From an optimization exercise on the open Yosys and OpenROAD flow, aimed at a short achievable clock period and few clock cycles; shortcuts taken in it are not production practice.
Function was checked by simulation only, so behaviour that the tests miss may differ from the original.
Power and IR drop assume default switching activity.

<file path="run.sh">
#!/bin/bash
# synth_recipe.tcl (not shown) runs the flow's synth.tcl, then flattens the netlist and writes it again
# the make line also repeats each setting of config.mk as NAME=value (left out here)
make -C /OpenROAD-flow-scripts/flow DESIGN_CONFIG=/design/flow/config.mk WORK_HOME=/design/flow/orfs CLKGATE_MAP_FILE= SYNTH_SCRIPT=/design/flow/synth_recipe.tcl finish
</file>
<file path="config.mk">
export PLATFORM = sky130hd
export DESIGN_NAME = arm_core
export DESIGN_NICKNAME = arm_core
export VERILOG_FILES = /design/flow/design.v
export SDC_FILE = /design/flow/constraint.sdc
export NUM_CORES = 8
export LEC_CHECK = 0
export CAP_MARGIN = 20
export CORE_MARGIN = 2
export CORE_UTILIZATION = 40
export SLEW_MARGIN = 20
</file>
<file path="constraint.sdc">
create_clock -name core_clock -period 7.5 [get_ports {clk}]
set_input_delay 1.5000 -clock core_clock [delete_from_list [all_inputs] [get_ports {clk}]]
set_output_delay 1.5000 -clock core_clock [all_outputs]
set_load 0.01 [all_outputs]
</file>
<file path="design.v">
package arm_pkg;
    typedef union packed {
        struct packed {
            logic [3:0]             cond;
            logic [1:0]             cls;
            logic                   i;
            logic [3:0]             opcode;
            logic                   s;
            logic [4-1:0]     rn;
            logic [4-1:0]     rd;
            logic [11:0]            operand2;
        } dp;
        struct packed {
            logic [3:0]             cond;
            logic [1:0]             cls;
            logic                   i;
            logic                   p;
            logic                   u;
            logic                   b;
            logic                   w;
            logic                   l;
            logic [4-1:0]     rn;
            logic [4-1:0]     rd;
            logic [11:0]            offset12;
        } mem;
    } inst_u;
    typedef struct packed {
        logic n;
        logic z;
        logic c;
        logic v;
    } flags_t;
    typedef struct packed {
        logic [32-1:0]       op_a;
        logic [32-1:0]       op_b;
        logic [3:0]                 opcode;
        logic                       set_flags;
        logic [4-1:0]         rd;
        logic                       rd_we;
        logic                       is_load;
        logic                       is_store;
        logic [32-1:0]       store_data;
        logic                       mem_up;
    } dec_t;
    typedef struct packed {
        logic                       we;
        logic [4-1:0]         rd;
        logic                       from_mem;
        logic [32-1:0]       result;
    } wb_t;
    typedef struct packed {
        logic                       we;
        logic [4-1:0]         rd;
        logic [32-1:0]       value;
    } fwd_src_t;
endpackage
`timescale 1ns/1ps
module arm_fetch (
    input  logic                    clk,
    input  logic                    i_arst_n,
    input  logic                    i_en,
    input  logic                    i_stall,
    input  logic                    i_redirect,
    input  logic [32-1:0]    i_target,
    output logic                    o_rom_en,
    output logic [32-1:0]    o_rom_addr,
    output logic [32-1:0]    o_pc_id
);
    logic [32-1:0] pc;
    assign o_rom_en = i_en;
    assign o_rom_addr = i_stall ? o_pc_id : pc;
    always_ff @(posedge clk or negedge i_arst_n) begin
        if (!i_arst_n) begin
            pc      <= 32'h0000_0000;
            o_pc_id <= 32'h0000_0000;
        end else if (i_en && !i_stall) begin
            o_pc_id <= pc;
            if (i_redirect) begin
                pc <= i_target;
            end else begin
                pc <= pc + 32'd4;
            end
        end
    end
endmodule
`timescale 1ns/1ps
module arm_regfile (
    input  logic                    clk,
    input  logic                    i_arst_n,
    input  logic [4-1:0]      i_ra,
    input  logic [4-1:0]      i_rb,
    input  logic [4-1:0]      i_rc,
    output logic [32-1:0]    o_a,
    output logic [32-1:0]    o_b,
    output logic [32-1:0]    o_c,
    input  arm_pkg::fwd_src_t       i_wr
);
    logic [32-1:0] regs [15];
    assign o_a = (i_ra < 15) ? regs[i_ra] : '0;
    assign o_b = (i_rb < 15) ? regs[i_rb] : '0;
    assign o_c = (i_rc < 15) ? regs[i_rc] : '0;
    always_ff @(posedge clk or negedge i_arst_n) begin
        if (!i_arst_n) begin
            for (int k = 0; k < 15; k++) begin
                regs[k] <= '0;
            end
        end else if (i_wr.we && i_wr.rd < 15) begin
            regs[i_wr.rd] <= i_wr.value;
        end
    end
endmodule
`timescale 1ns/1ps
module arm_decode (
    input  logic                    i_vld,
    input  arm_pkg::inst_u          i_inst,
    input  logic [32-1:0]    i_pc,
    input  arm_pkg::flags_t         i_flags,
    output logic [4-1:0]      o_ra,
    output logic [4-1:0]      o_rb,
    output logic [4-1:0]      o_rc,
    output logic                    o_use_a,
    output logic                    o_use_b,
    output logic                    o_use_c,
    input  logic [32-1:0]    i_a,
    input  logic [32-1:0]    i_b,
    input  logic [32-1:0]    i_c,
    output arm_pkg::dec_t           o_dec,
    output logic                    o_redirect,
    output logic [32-1:0]    o_target
);
    logic                   is_dp;
    logic                   is_mem;
    logic                   is_br;
    logic                   is_cmp;
    logic                   is_mov;
    logic                   rd_we;
    logic                   bad_reg;
    logic                   ok;
    logic [2*32-1:0] rot;
    logic [23:0]            br_off;
    function automatic logic cond_pass(input logic [3:0] cond, input logic [3:0] f_nzcv);
        logic n, z, c, v;
        {n, z, c, v} = f_nzcv;
        case (cond)
            4'h0: cond_pass = z;
            4'h1: cond_pass = !z;
            4'h2: cond_pass = c;
            4'h3: cond_pass = !c;
            4'h4: cond_pass = n;
            4'h5: cond_pass = !n;
            4'h6: cond_pass = v;
            4'h7: cond_pass = !v;
            4'h8: cond_pass = c && !z;
            4'h9: cond_pass = !c || z;
            4'ha: cond_pass = n == v;
            4'hb: cond_pass = n != v;
            4'hc: cond_pass = !z && (n == v);
            4'hd: cond_pass = z || (n != v);
            4'he: cond_pass = 1'b1;
            default:      cond_pass = 1'b0;
        endcase
    endfunction
    assign is_cmp = i_inst.dp.opcode[3:2] == 2'b10;
    assign is_mov = i_inst.dp.opcode[3:2] == 2'b11 && i_inst.dp.opcode[0];
    assign is_dp  = i_inst.dp.cls == 2'b00
                  && (i_inst.dp.i || i_inst.dp.operand2[11:4] == 8'h00)
                  && !(is_cmp && !i_inst.dp.s);
    assign is_mem = i_inst.mem.cls == 2'b01 && !i_inst.mem.i && i_inst.mem.p
                  && !i_inst.mem.b && !i_inst.mem.w;
    assign is_br  = i_inst.dp.cls == 2'b10 && i_inst.dp.i && !i_inst.dp.opcode[3];
    assign o_ra    = i_inst.dp.rn;
    assign o_rb    = i_inst.dp.operand2[4-1:0];
    assign o_rc    = i_inst.dp.rd;
    assign o_use_a = i_vld && ((is_dp && !is_mov) || is_mem);
    assign o_use_b = i_vld && is_dp && !i_inst.dp.i;
    assign o_use_c = i_vld && is_mem && !i_inst.mem.l;
    assign rd_we   = (is_dp && !is_cmp) || (is_mem && i_inst.mem.l);
    assign bad_reg = (o_use_a && o_ra == 4'hf) || (o_use_b && o_rb == 4'hf)
                   || ((rd_we || o_use_c) && o_rc == 4'hf);
    assign ok      = i_vld && cond_pass(i_inst.dp.cond, i_flags) && !bad_reg;
    assign rot = {24'h0, i_inst.dp.operand2[7:0], 24'h0, i_inst.dp.operand2[7:0]}
                 >> {i_inst.dp.operand2[11:8], 1'b0};
    always_comb begin
        o_dec = '0;
        if (ok && (is_dp || is_mem)) begin
            o_dec.op_a       = i_a;
            if (is_mem) begin
                o_dec.op_b = {20'h0, i_inst.mem.offset12};
            end else if (i_inst.dp.i) begin
                o_dec.op_b = rot[32-1:0];
            end else begin
                o_dec.op_b = i_b;
            end
            o_dec.opcode     = i_inst.dp.opcode;
            o_dec.set_flags  = is_dp && i_inst.dp.s;
            o_dec.rd         = i_inst.dp.rd;
            o_dec.rd_we      = rd_we;
            o_dec.is_load    = is_mem && i_inst.mem.l;
            o_dec.is_store   = is_mem && !i_inst.mem.l;
            o_dec.store_data = i_c;
            o_dec.mem_up     = i_inst.mem.u;
        end
    end
    assign br_off     = i_inst[23:0];
    assign o_redirect = ok && is_br;
    assign o_target   = i_pc + 32'd8 + {{6{br_off[23]}}, br_off, 2'b00};
endmodule
`timescale 1ns/1ps
module arm_hazard_fwd (
    input  logic [4-1:0]      i_ra,
    input  logic [4-1:0]      i_rb,
    input  logic [4-1:0]      i_rc,
    input  logic                    i_use_a,
    input  logic                    i_use_b,
    input  logic                    i_use_c,
    input  logic [32-1:0]    i_reg_a,
    input  logic [32-1:0]    i_reg_b,
    input  logic [32-1:0]    i_reg_c,
    input  arm_pkg::fwd_src_t       i_ex,
    input  logic                    i_ex_load,
    input  arm_pkg::fwd_src_t       i_wb,
    output logic [32-1:0]    o_a,
    output logic [32-1:0]    o_b,
    output logic [32-1:0]    o_c,
    output logic                    o_stall
);
    function automatic logic hit(input logic [4-1:0] code, input logic we,
                                 input logic [4-1:0] rd);
        hit = we && rd == code;
    endfunction
    function automatic logic [32-1:0] pick(
        input logic [4-1:0]   code,
        input logic [32-1:0] rf,
        input logic                 ex_we,
        input logic [4-1:0]   ex_rd,
        input logic [32-1:0] ex_value,
        input logic                 wb_we,
        input logic [4-1:0]   wb_rd,
        input logic [32-1:0] wb_value
    );
        if (hit(code, ex_we, ex_rd)) begin
            pick = ex_value;
        end else if (hit(code, wb_we, wb_rd)) begin
            pick = wb_value;
        end else begin
            pick = rf;
        end
    endfunction
    assign o_a = pick(i_ra, i_reg_a, i_ex.we, i_ex.rd, i_ex.value, i_wb.we, i_wb.rd, i_wb.value);
    assign o_b = pick(i_rb, i_reg_b, i_ex.we, i_ex.rd, i_ex.value, i_wb.we, i_wb.rd, i_wb.value);
    assign o_c = pick(i_rc, i_reg_c, i_ex.we, i_ex.rd, i_ex.value, i_wb.we, i_wb.rd, i_wb.value);
    assign o_stall = i_ex_load && ((i_use_a && hit(i_ra, i_ex.we, i_ex.rd))
                                || (i_use_b && hit(i_rb, i_ex.we, i_ex.rd))
                                || (i_use_c && hit(i_rc, i_ex.we, i_ex.rd)));
endmodule
`timescale 1ns/1ps
module arm_execute (
    input  arm_pkg::dec_t           i_dec,
    input  arm_pkg::flags_t         i_flags,
    output arm_pkg::flags_t         o_flags_next,
    output arm_pkg::wb_t            o_wb,
    output logic                    o_ram_en,
    output logic                    o_ram_wr,
    output logic [32-1:0]    o_ram_addr,
    output logic [32-1:0]    o_ram_wdata
);
    logic [32-1:0]   x;
    logic [32-1:0]   y;
    logic [32-1:0]   lres;
    logic [32-1:0]   res;
    logic [32:0]     sum;
    logic                   cin;
    logic                   arith;
    arm_pkg::flags_t        alu_flags;
    always_comb begin
        x     = i_dec.op_a;
        y     = i_dec.op_b;
        cin   = 1'b0;
        arith = 1'b0;
        lres  = '0;
        case (i_dec.opcode)
            4'h0, 4'h8: lres = i_dec.op_a & i_dec.op_b;
            4'h1, 4'h9: lres = i_dec.op_a ^ i_dec.op_b;
            4'hc:              lres = i_dec.op_a | i_dec.op_b;
            4'hd:              lres = i_dec.op_b;
            4'he:              lres = i_dec.op_a & ~i_dec.op_b;
            4'hf:              lres = ~i_dec.op_b;
            4'h4, 4'hb: arith = 1'b1;
            4'h5: begin
                arith = 1'b1;
                cin   = i_flags.c;
            end
            4'h2, 4'ha: begin
                arith = 1'b1;
                y     = ~i_dec.op_b;
                cin   = 1'b1;
            end
            4'h6: begin
                arith = 1'b1;
                y     = ~i_dec.op_b;
                cin   = i_flags.c;
            end
            4'h3: begin
                arith = 1'b1;
                x     = ~i_dec.op_a;
                cin   = 1'b1;
            end
            4'h7: begin
                arith = 1'b1;
                x     = ~i_dec.op_a;
                cin   = i_flags.c;
            end
        endcase
    end
    assign sum = {1'b0, x} + {1'b0, y} + {{32{1'b0}}, cin};
    assign res = arith ? sum[32-1:0] : lres;
    always_comb begin
        alu_flags   = i_flags;
        alu_flags.n = res[32-1];
        alu_flags.z = res == '0;
        if (arith) begin
            alu_flags.c = sum[32];
            alu_flags.v = (x[32-1] == y[32-1])
                        && (sum[32-1] != x[32-1]);
        end
    end
    assign o_flags_next = i_dec.set_flags ? alu_flags : i_flags;
    assign o_wb.we       = i_dec.rd_we;
    assign o_wb.rd       = i_dec.rd;
    assign o_wb.from_mem = i_dec.is_load;
    assign o_wb.result   = res;
    assign o_ram_en    = i_dec.is_load || i_dec.is_store;
    assign o_ram_wr    = i_dec.is_store;
    assign o_ram_addr  = i_dec.mem_up ? i_dec.op_a + i_dec.op_b : i_dec.op_a - i_dec.op_b;
    assign o_ram_wdata = i_dec.store_data;
endmodule
`timescale 1ns/1ps
module arm_core (
    input  logic                    clk,
    input  logic                    i_arst_n,
    input  logic                    i_en,
    output logic                    o_rom_en,
    output logic [32-1:0]    o_rom_addr,
    input  logic [32-1:0]    i_rom_data,
    output logic                    o_ram_en,
    output logic                    o_ram_wr,
    output logic [32-1:0]    o_ram_addr,
    input  logic [32-1:0]    i_ram_rdata,
    output logic [32-1:0]    o_ram_wdata
);
    logic                   id_vld;
    logic [32-1:0]   pc_id;
    arm_pkg::inst_u         id_inst;
    logic                   stall;
    logic                   redirect;
    logic [32-1:0]   target;
    logic [4-1:0]     ra;
    logic [4-1:0]     rb;
    logic [4-1:0]     rc;
    logic                   use_a;
    logic                   use_b;
    logic                   use_c;
    logic [32-1:0]   reg_a;
    logic [32-1:0]   reg_b;
    logic [32-1:0]   reg_c;
    logic [32-1:0]   fwd_a;
    logic [32-1:0]   fwd_b;
    logic [32-1:0]   fwd_c;
    arm_pkg::dec_t          dec_d;
    arm_pkg::dec_t          ex_q;
    arm_pkg::wb_t           ex_wb_d;
    arm_pkg::wb_t           wb_q;
    arm_pkg::flags_t        flags_q;
    arm_pkg::flags_t        flags_next;
    arm_pkg::fwd_src_t      ex_src;
    arm_pkg::fwd_src_t      wb_src;
    arm_pkg::fwd_src_t      rf_wr;
    logic                   ex_ram_en;
    logic                   ex_ram_wr;
    assign id_inst = i_rom_data;
    arm_fetch fetch_0 (
        .clk        (clk        ),
        .i_arst_n   (i_arst_n   ),
        .i_en       (i_en       ),
        .i_stall    (stall      ),
        .i_redirect (redirect   ),
        .i_target   (target     ),
        .o_rom_en   (o_rom_en   ),
        .o_rom_addr (o_rom_addr ),
        .o_pc_id    (pc_id      )
    );
    arm_regfile regfile_0 (
        .clk        (clk        ),
        .i_arst_n   (i_arst_n   ),
        .i_ra       (ra         ),
        .i_rb       (rb         ),
        .i_rc       (rc         ),
        .o_a        (reg_a      ),
        .o_b        (reg_b      ),
        .o_c        (reg_c      ),
        .i_wr       (rf_wr      )
    );
    arm_decode decode_0 (
        .i_vld      (id_vld     ),
        .i_inst     (id_inst    ),
        .i_pc       (pc_id      ),
        .i_flags    (flags_next ),
        .o_ra       (ra         ),
        .o_rb       (rb         ),
        .o_rc       (rc         ),
        .o_use_a    (use_a      ),
        .o_use_b    (use_b      ),
        .o_use_c    (use_c      ),
        .i_a        (fwd_a      ),
        .i_b        (fwd_b      ),
        .i_c        (fwd_c      ),
        .o_dec      (dec_d      ),
        .o_redirect (redirect   ),
        .o_target   (target     )
    );
    arm_hazard_fwd hazard_fwd_0 (
        .i_ra       (ra         ),
        .i_rb       (rb         ),
        .i_rc       (rc         ),
        .i_use_a    (use_a      ),
        .i_use_b    (use_b      ),
        .i_use_c    (use_c      ),
        .i_reg_a    (reg_a      ),
        .i_reg_b    (reg_b      ),
        .i_reg_c    (reg_c      ),
        .i_ex       (ex_src     ),
        .i_ex_load  (ex_q.is_load),
        .i_wb       (wb_src     ),
        .o_a        (fwd_a      ),
        .o_b        (fwd_b      ),
        .o_c        (fwd_c      ),
        .o_stall    (stall      )
    );
    arm_execute execute_0 (
        .i_dec        (ex_q       ),
        .i_flags      (flags_q    ),
        .o_flags_next (flags_next ),
        .o_wb         (ex_wb_d    ),
        .o_ram_en     (ex_ram_en  ),
        .o_ram_wr     (ex_ram_wr  ),
        .o_ram_addr   (o_ram_addr ),
        .o_ram_wdata  (o_ram_wdata)
    );
    assign o_ram_en = ex_ram_en & i_en;
    assign o_ram_wr = ex_ram_wr & i_en;
    assign ex_src.we    = ex_wb_d.we;
    assign ex_src.rd    = ex_wb_d.rd;
    assign ex_src.value = ex_wb_d.result;
    assign wb_src.we    = wb_q.we;
    assign wb_src.rd    = wb_q.rd;
    assign wb_src.value = wb_q.from_mem ? i_ram_rdata : wb_q.result;
    assign rf_wr.we     = wb_q.we & i_en;
    assign rf_wr.rd     = wb_q.rd;
    assign rf_wr.value  = wb_src.value;
    always_ff @(posedge clk or negedge i_arst_n) begin
        if (!i_arst_n) begin
            id_vld  <= 1'b0;
            ex_q    <= '0;
            wb_q    <= '0;
            flags_q <= '0;
        end else if (i_en) begin
            if (stall) begin
                ex_q <= '0;
            end else begin
                id_vld <= o_rom_en & ~redirect;
                ex_q   <= dec_d;
            end
            wb_q    <= ex_wb_d;
            flags_q <= flags_next;
        end
    end
endmodule
</file>
==> out/results.ini <==
[outcome]
status=finished clean

[timing]
drv_slew=0
rsz0062_at_grt=no
fmax_mhz=137
fin_crit_sh=0.970
finClkSkew_ns=0.0309
tightest_slew_ns=1.29
timing.final.crit_period_ns=7.28
fin_hold_ws_ns=0.485
tns_ns=0
setup_viol=0
hold_viol_final=0
relSlewSlack=0.131

[setup_path]
worst-path-buf-inv=3
crit_path_top_delay_cell=clkdlybuf4s50_1
worst-endpoint-required_ns=6.00
critical_path.max_stage_delay_ns=0.55
cp-end-kind=output pin
crit_fanout=8
worst_r2r_startpoint=ex_q[44]
path_cells=inv_1 > ha_2 > mux2_2 > fa_1 > a21o_1 > a21oi_2 > o21ai_0 > a21oi_2 > o21bai_1 > a41o_1 > o221ai_4 > o21ai_2 > a41o_1 > or4_1 > a31oi_1 > buf_4 > nor2b_1 > o21ai_2 > nor2b_1 > xnor2_1 > clkdlybuf4s50_1
critical_path_class=register to output pin
rrSetupSlack_ns=0.37
startpoint_type=register
arrival_ns=5.78
path_delay_family=compound AO/OA/AOI/OAI gates
timing.rr.end=ex_q[64]
r2r_cells=22

[synth]
synth.avg_cell_area_um2=8.50
yosysSeqAreaShare=0.371
yosysUniqueCellTypes=98
async_flop_share=1.00
synthCells=5513
synth-edff-count=0
synth-seq-cells=695
yosysWarnings=7
synth.cell_area_um2=46800
ys_dominant_reg_cell=dfrtp_1
syn_nets=5737

[power_and_ir_drop]
pwr-share-clk=0.412
power_frac_seq=0.401
power.internal_uw=6940
leakage_uw=0.0221
powerDensity_nw_per_um2=188
combPwrFrac=0.187
irDropWorstVdd_mv=0.148
net-switching-power_uw=3100
p_sw_frac=0.309

[grt]
grt_usage=0.368
overflow=0
antenna_found_initial=17
grt_pass1_vias=46231
grt_pass1_wl_mm=328
grt_max_degree=148

[worst_hold_path]
hold_start=ex_q[3]
holdCritPathClass=register to register
worstHoldPathCells=1
whs_endpoint=ex_q[3]

[final_layout]
multiInputGateArea_um2=27400
final_core_util=0.459
layout.cells.non_filler=7073
syn_to_final_growth_pct=13.9
fill_cells=11295
register_area_um2=17400
drive_gt1_frac=0.103
design_area_um2=53300
nets=5700

[routing]
drtIter0Drc=10085
detail_route.vias_per_cell=6.99
drt_pass1_iterations=14
drc_errors=0
wl_per_cell_um=32.3
ant_nets=0
wl_mm=228
vias=49421

[clock_network]
cts-root-buf=clkbuf_16
numCtsBuffers=82
clk_pin_slew_worst_paths_ns=0.06
clkSinkCount=695
holdBufCountCts=0
cts_tree=done
h-tree-depth=3
ctsLongestPathBuffers=3
clk-insertion-delay-late_ns=0.68

[job]
drv_cap=0

[placed_design]
dp_cells=6909
dp_hpwl_mm=141
placed_area_um2=50500
place_congestion=0.991
io_buffer_count=165

[floorplan]
dieWidth_um=346
die_h_um=346
die_area_um2=120000
start_util=0.403
num_rows=125
pin_count=166
core_area_um2=116000

## through the flow
step | setup WS (ns) | total power (uW)
2_1_floorplan | 0.839 | 5060
3_3_place_gp | -0.114 | 5870
3_5_place_dp | -0.0740 | 5890
4_1_cts | 0.00308 | 9990
5_1_grt | 0.00936 | 10300
6_report | 0.222 | 10000
## kinds of logic after synthesis
family / share of synthesized area
AO/OA/AOI/OAI: 0.303
XOR/XNOR: 0.0344
adder cells (fa/ha/maj): 0.0426
buffers and inverters: 0.0556
flip-flops: 0.371
multiplexers: 0.0508
AND/OR/NAND/NOR: 0.143
## worst register-to-register path, delay by kind of cell, from the launching register on
kind / cells / cell delay, ns
AND/OR/NAND/NOR: 8 / 2.46
XOR/XNOR: 1 / 0.28
adder cells (fa/ha/maj): 2 / 0.73
multiplexers: 1 / 0.32
AO/OA/AOI/OAI: 8 / 2.49
buffers and inverters: 2 / 0.29
flip-flops: 1 / 0.46
## power groups by stage
stage | Clock (uW) | Combinational (uW) | Sequential [uW]
4_1_cts | 4150 | 1820 | 4020
5_1_grt | 4300 | 2000 | 4040
3_3_place_gp | 0 | 1790 | 4080
6_report | 4130 | 1880 | 4030
3_5_place_dp | 0 | 1800 | 4090
2_1_floorplan | 0 | 1030 | 4030
## repair_timing
| action | CTS | global route |
|---|---|---|
| gates resized for setup | 18 | 11 |
| setup endpoints to repair | 5 | 4 |
| pin swaps | 2 | 5 |
| buffers inserted | 2 | 4 |
## cells in the final DEF, fill, tap and decap left out, types with 20 or more instances in the layout
| cell | n |
|---|---|
| a211oi_1 | 32 |
| a21o_1 | 41 |
| a21oi_1 | 590 |
| a222oi_1 | 105 |
| a22o_1 | 20 |
| a22oi_1 | 501 |
| a31oi_1 | 32 |
| and3_1 | 22 |
| buf_4 | 209 |
| clkbuf_16 | 84 |
| clkdlybuf4s50_1 | 160 |
| dfrtp_1 | 689 |
| ha_1 | 152 |
| inv_1 | 124 |
| mux2_2 | 61 |
| mux2i_1 | 168 |
| nand2_1 | 443 |
| nand2b_1 | 29 |
| nand3_1 | 148 |
| nand4_1 | 119 |
| nor2_1 | 478 |
| nor2_4 | 33 |
| nor2b_1 | 22 |
| nor3_1 | 75 |
| nor3_2 | 24 |
| o21ai_0 | 382 |
| o221ai_1 | 92 |
| o22ai_1 | 76 |
| o22ai_2 | 20 |
| o2bb2ai_1 | 37 |
| xnor2_1 | 155 |
| xor2_1 | 29 |
## layout make-up
class,instances,area share
tap,1524,0.0357
inverter,134,0.00943
clock inverter,30,0.00582
antenna,12,0.000563
sequential,695,0.326
clock buffer,115,0.0446
timing repair buffer,386,0.0650
multi-input combinational,4177,0.513
## cell usage after synthesis (all sizes together), types with 30 or more instances
cell / instances / area (um^2)
a21oi: 598 / 3010
clkbuf: 408 / 1530
o221ai: 93 / 815
a222oi: 105 / 1050
o21ai: 395 / 1980
nand4: 119 / 744
dfrtp: 695 / 17400
nand3: 152 / 761
a21o: 41 / 308
nor2: 515 / 1950
a211oi: 35 / 273
xnor2: 155 / 1360
a22oi: 501 / 3760
mux2i: 168 / 1680
o22ai: 96 / 726
mux2: 62 / 698
buf: 99 / 568
ha: 153 / 1910
o2bb2ai: 37 / 324
nand2b: 30 / 188
nand2: 447 / 1680
nor3: 100 / 505
inv: 125 / 469
a31oi: 32 / 200
## how the worst max path moves through the flow
stage                        start              to  depth (start not counted)
after floorplan           ex_q[43]  o_ram_addr[28]                         24
after global placement    ex_q[45]  o_ram_addr[31]                         22
after detailed placement  ex_q[45]  o_ram_addr[31]                         22
after CTS                 ex_q[46]  o_ram_addr[31]                         22
after global routing      ex_q[57]  o_ram_addr[28]                         23
final                     ex_q[46]  o_ram_addr[28]                         21
## flip-flops by register name, summed over array words and instances (netlist names)
register         count
flags_q              4
fetch_0.o_pc_id     32
ex_q               108
id_vld               1
wb_q                38
fetch_0.pc          32
regfile_0.regs     480
## metal layers
layer  global-route usage  routed length (um)  vias to the layer above
met5              0.00280                 153                        -
met4                0.221               17800                       16
li1                     -                   -                    20639
met1                0.470               85500                    23386
met2                0.519               92600                     4136
met3                0.145               32300                     1244
Testbench counts, summed over its fixed seeds: cycles 26,255.

-- re-timing with driven ports --
In the flow no input, the clock included, has a driving cell. The finished layout below was timed again as built, in two steps. Step 1 assumes that a clkbuf_16 drives the clock port and a buf_2 every other input. Step 2 times the ports against the registers' clock, not the clock port: input delays grow and output delays shrink by t, the midpoint of the rising clock arrivals with the driver on. a / b / c = ideal / step 1 / step 2; a / b = the first two.
t (ns): 0.740
setup slack, ns: 0.222 / 0.147 / 0.372
hold slack, ns: 0.485 / 0.485 / 0.485
worst register clock-pin slew, ns: 0.07 / 0.07
cell pins on the clock port's net: 1
After both steps this run still meets setup and hold. For this run, drivers alone change the setup slack by -0.075 ns; drivers and shift together by +0.150 ns.
